This design comes from an exercise in tuning for small area, a short achievable clock period and few clock cycles per item on the open sky130 flow, not from production work. Function was checked by simulation only, so behaviour that the tests miss may differ from the original.

== alpha ==
==> flow/design.v (excerpt) <==
module median_filter_range_scaler
(
	input  logic                  clk,
	input  logic                  arst_n,
	input  logic                  sample_valid,
	output logic                  sample_ready,
	input  logic [SAMPLE_BITS-1:0] sample,
	output logic                  result_valid,
	input  logic                  result_ready,
	output logic [SAMPLE_BITS-1:0] result_filtered,
	output logic signed [VAL_W-1:0] result_value,
	output logic                  result_valid_res,
	input  logic                  psel,
	input  logic                  penable,
	input  logic                  pwrite,
	input  logic [APB_ADDR_W-1:0] paddr,
	input  logic [APB_DATA_W-1:0] pwdata,
	output logic [APB_DATA_W-1:0] prdata,
	output logic                  pready
);
clock: 7.5 ns
lec_check: 0
cap_margin: 20
core_margin: 2
core_utilization: 55
place_density: 0.75
setup_slack_margin: 3.0
slew_margin: 20
run.sh (not shown) runs the stock make flow with config.mk's settings and CLKGATE_MAP_FILE= SYNTH_SCRIPT=/design/flow/synth_recipe.tcl, a recipe that flattens the netlist after the stock synthesis.
Testbench counts of alpha, summed over its fixed seeds: cycles 4,224, items 3,840.
Modified inputs, beta compared to alpha
- PLACE_DENSITY changed from 0.75 to 0.85
- CORE_UTILIZATION changed from 55 to 65
==> comparison <==
alpha has higher wire length of the first global-routing pass than beta. Against alpha, highest clock frequency the design can meet in beta came out worse. Going from alpha to beta, area growth from synthesis to layout fell by 3.3 points, minimum clock period after layout rose by 0.086 ns. Final weighted congestion of routability-driven global placement up 6.4% in beta wrt alpha. Compared with alpha, beta shows total of clock buffers placed in the layout lower by 3.


Another version of the RTL of median_filter_range_scaler (not shown whole).
Size in the first run: ~2300 cells after synthesis, roughly 110 I/O pins, roughly 0.022 mm² of cells after synthesis.
clock: 7.5 ns
lec_check: 0
cap_margin: 20
core_margin: 2
core_utilization: 55
place_density: 0.75
setup_slack_margin: 2.6
slew_margin: 20
Testbench counts at the start, summed over its fixed seeds: cycles 4,224, items 3,840.
==> next run, changes <==
- CAP_MARGIN: 20 -> 5
- SETUP_SLACK_MARGIN: 2.6 -> 3.0
- SLEW_MARGIN: 20 -> 5
Outcome: Worst setup slack improved by 380 ps. Die area is unchanged. Global-route usage went up by 0.11 points. Synthesized area stays the same.
==> next run, changes <==
- CAP_MARGIN: 5 -> 20
- SETUP_SLACK_MARGIN: 3.0 -> 2.8
- SLEW_MARGIN: 5 -> 20
After rerunning: Worst setup slack degrades by 120 ps. Wire length grows by 0.49%. Area after synthesis does not change. Via count shrinks by 0.36%.


Setup of P:
Another version of the RTL of median_filter_range_scaler (not shown whole).
Size: about 2,400 cells after synthesis, ~110 I/O pins, about 23,000 sq um of cells after synthesis.
clock: 7.5 ns
lec_check: 0
cap_margin: 20
core_margin: 2
core_utilization: 40
place_density: 0.6
slew_margin: 20
Testbench counts of P, summed over its fixed seeds: cycles 4,224, items 3,840.
### P -> Q
Settings: SETUP_SLACK_MARGIN newly set to 3.0.
## What came out
After synthesis and placement, the instance count of Q is above that of P.
Sequential share of layout area was lower in the run labelled Q.
Area: Q vs P -> Q larger
Result for P and Q: all clean
Summary of the comparison: average routed wire per standard cell is higher in Q, relative to P.
Of Q and P, it is Q that has the higher wire length of the first global-routing pass.
The maximum clock frequency of Q is higher than that of P.
NOTE total vias in the final route P->Q increased by a few percent
The slowest cell on the critical path comes out edfxtp_1 in one run and fa_2 in the other, namely in P and Q respectively.
#### Input delta (R over Q)
Settings: a change of SETUP_SLACK_MARGIN from 3.0 to 2.0.
Summary of R over Q: post-route non-filler standard cell count went down by 64; headroom to the max-slew limit fell by 1.7 points.
Utilization: R vs Q down 2.4 points
Summary: cell area, R better than Q


RTL: one of the versions met above, not the one the previous note started from.
For scale: about 2300 cells after synthesis, roughly 110 I/O pins, about 0.022 mm² of cells after synthesis.
// median_filter_range_scaler
module median_filter_range_scaler
(
	input  logic                  clk,
	input  logic                  arst_n,
	input  logic                  sample_valid,
	output logic                  sample_ready,
	input  logic [SAMPLE_BITS-1:0] sample,
	output logic                  result_valid,
	input  logic                  result_ready,
	output logic [SAMPLE_BITS-1:0] result_filtered,
	output logic signed [VAL_W-1:0] result_value,
	output logic                  result_valid_res,
	input  logic                  psel,
	input  logic                  penable,
	input  logic                  pwrite,
	input  logic [APB_ADDR_W-1:0] paddr,
	input  logic [APB_DATA_W-1:0] pwdata,
	output logic [APB_DATA_W-1:0] prdata,
	output logic                  pready
);
	localparam int KSTEPS = 2;
	localparam int KXW    = 34;
	localparam int KCYC   = KXW / KSTEPS;
	mfrs_pkg::mfrs_cfg_t cfg_q, cfg_d;
	logic [REG_IDX_W-1:0] reg_idx;
	logic                 cfg_wr;
	assign pready  = 1'b1;
	assign reg_idx = paddr[APB_ADDR_W-1:2];
	assign cfg_wr  = psel && penable && pwrite;
	always_comb begin
		unique case (reg_idx)
			REG_INPUT_LOW:     prdata = APB_DATA_W'(cfg_q.input_low);
			REG_INPUT_HIGH:    prdata = APB_DATA_W'(cfg_q.input_high);
			REG_OUTPUT_LOW:    prdata = APB_DATA_W'(cfg_q.output_low);
			REG_OUTPUT_HIGH:   prdata = APB_DATA_W'(cfg_q.output_high);
			REG_INVERT_ENABLE: prdata = APB_DATA_W'(cfg_q.invert_enable);
			REG_DIGITAL_MODE:  prdata = APB_DATA_W'(cfg_q.digital_mode);
			default:           prdata = '0;
		endcase
	end
	always_comb begin
		cfg_d = cfg_q;
		if (cfg_wr) begin
			unique case (reg_idx)
				REG_INPUT_LOW:     cfg_d.input_low     = pwdata[REG_W-1:0];
				REG_INPUT_HIGH:    cfg_d.input_high    = pwdata[REG_W-1:0];
  ...
Settings: LEC_CHECK=0, CAP_MARGIN=20, CORE_MARGIN=2, CORE_UTILIZATION=50, PLACE_DENSITY=0.7, SETUP_SLACK_MARGIN=2.8, SLEW_MARGIN=20; clock period 7.5 ns.
Testbench counts at the start, summed over its fixed seeds: cycles 4,224, items 3,840.
Next try:
- CORE_UTILIZATION: 50 -> 55
- PLACE_DENSITY: 0.7 -> 0.75
- SETUP_SLACK_MARGIN: 2.8 -> 3.3
The changed run went through all stages and came out clean.
Routed wire length came out higher by 7.2%.
Cell area is higher by 6.0%.
Utilization increases by 10 points.
Global-route usage increases by 3.3 points.
Critical path depth climbs by 1.
Sequential share of layout area drops by 1.5 points.
Count of clock-buffer cells in the layout is unchanged.

separate check: timing with driven ports:
The results above use ideal ports. As a check the final layouts listed here were re-extracted and re-timed, cells and wires unchanged. Step 1 assumes that a clkbuf_16 drives the clock port and a buf_2 every other input. Step 2 moves the port delays by t, midway between the first and last clock arrival at a register: inputs arrive t later, outputs are due t later. That takes back most of the time a late clock gives input paths. Three values: ideal, step 1, step 2; two values: the first two.
run | t (ns) | setup slack, ns | worst setup path at the end | clock arrival spread, ns | worst data-port slew with drivers (ns)
alpha | 0.629 | 2.771 / 2.771 / 2.521 | input to register | 0.017 / 0.017 | 0.06
beta | 0.624 | 2.686 / 2.686 / 2.459 | input to register | 0.013 / 0.012 | 0.07
the first run of note 2 | 0.635 | 2.621 / 2.614 / 2.005 | input to register | 0.030 / 0.030 | 0.06
the second run of note 2 | 0.621 | 3.002 / 3.013 / 2.392 | input to register | 0.021 / 0.022 | 0.04
the third run of note 2 | 0.629 | 2.880 / 2.856 / 2.355 | input to register | 0.015 / 0.015 | 0.07
P | 0.639 | 1.755 / 1.755 / 1.755 | register to register | 0.065 / 0.064 | 0.12
Q | 0.641 | 2.550 / 2.550 / 2.550 | register to register | 0.058 / 0.059 | 0.10
R | 0.636 | 2.137 / 2.114 / 2.114 | input to output | 0.062 / 0.062 | 0.12
the first run of note 4 | 0.596 | 2.830 / 2.828 / 2.386 | input to register | 0.030 / 0.030 | 0.07
the second run of note 4 | 0.647 | 3.055 / 3.055 / 2.553 | input to register | 0.032 / 0.033 | 0.05
After both steps every run listed still meets setup and hold. The setup slack of the first run of note 2, which loses most, moves by -0.007 ns with the drivers and by -0.616 ns with both steps.
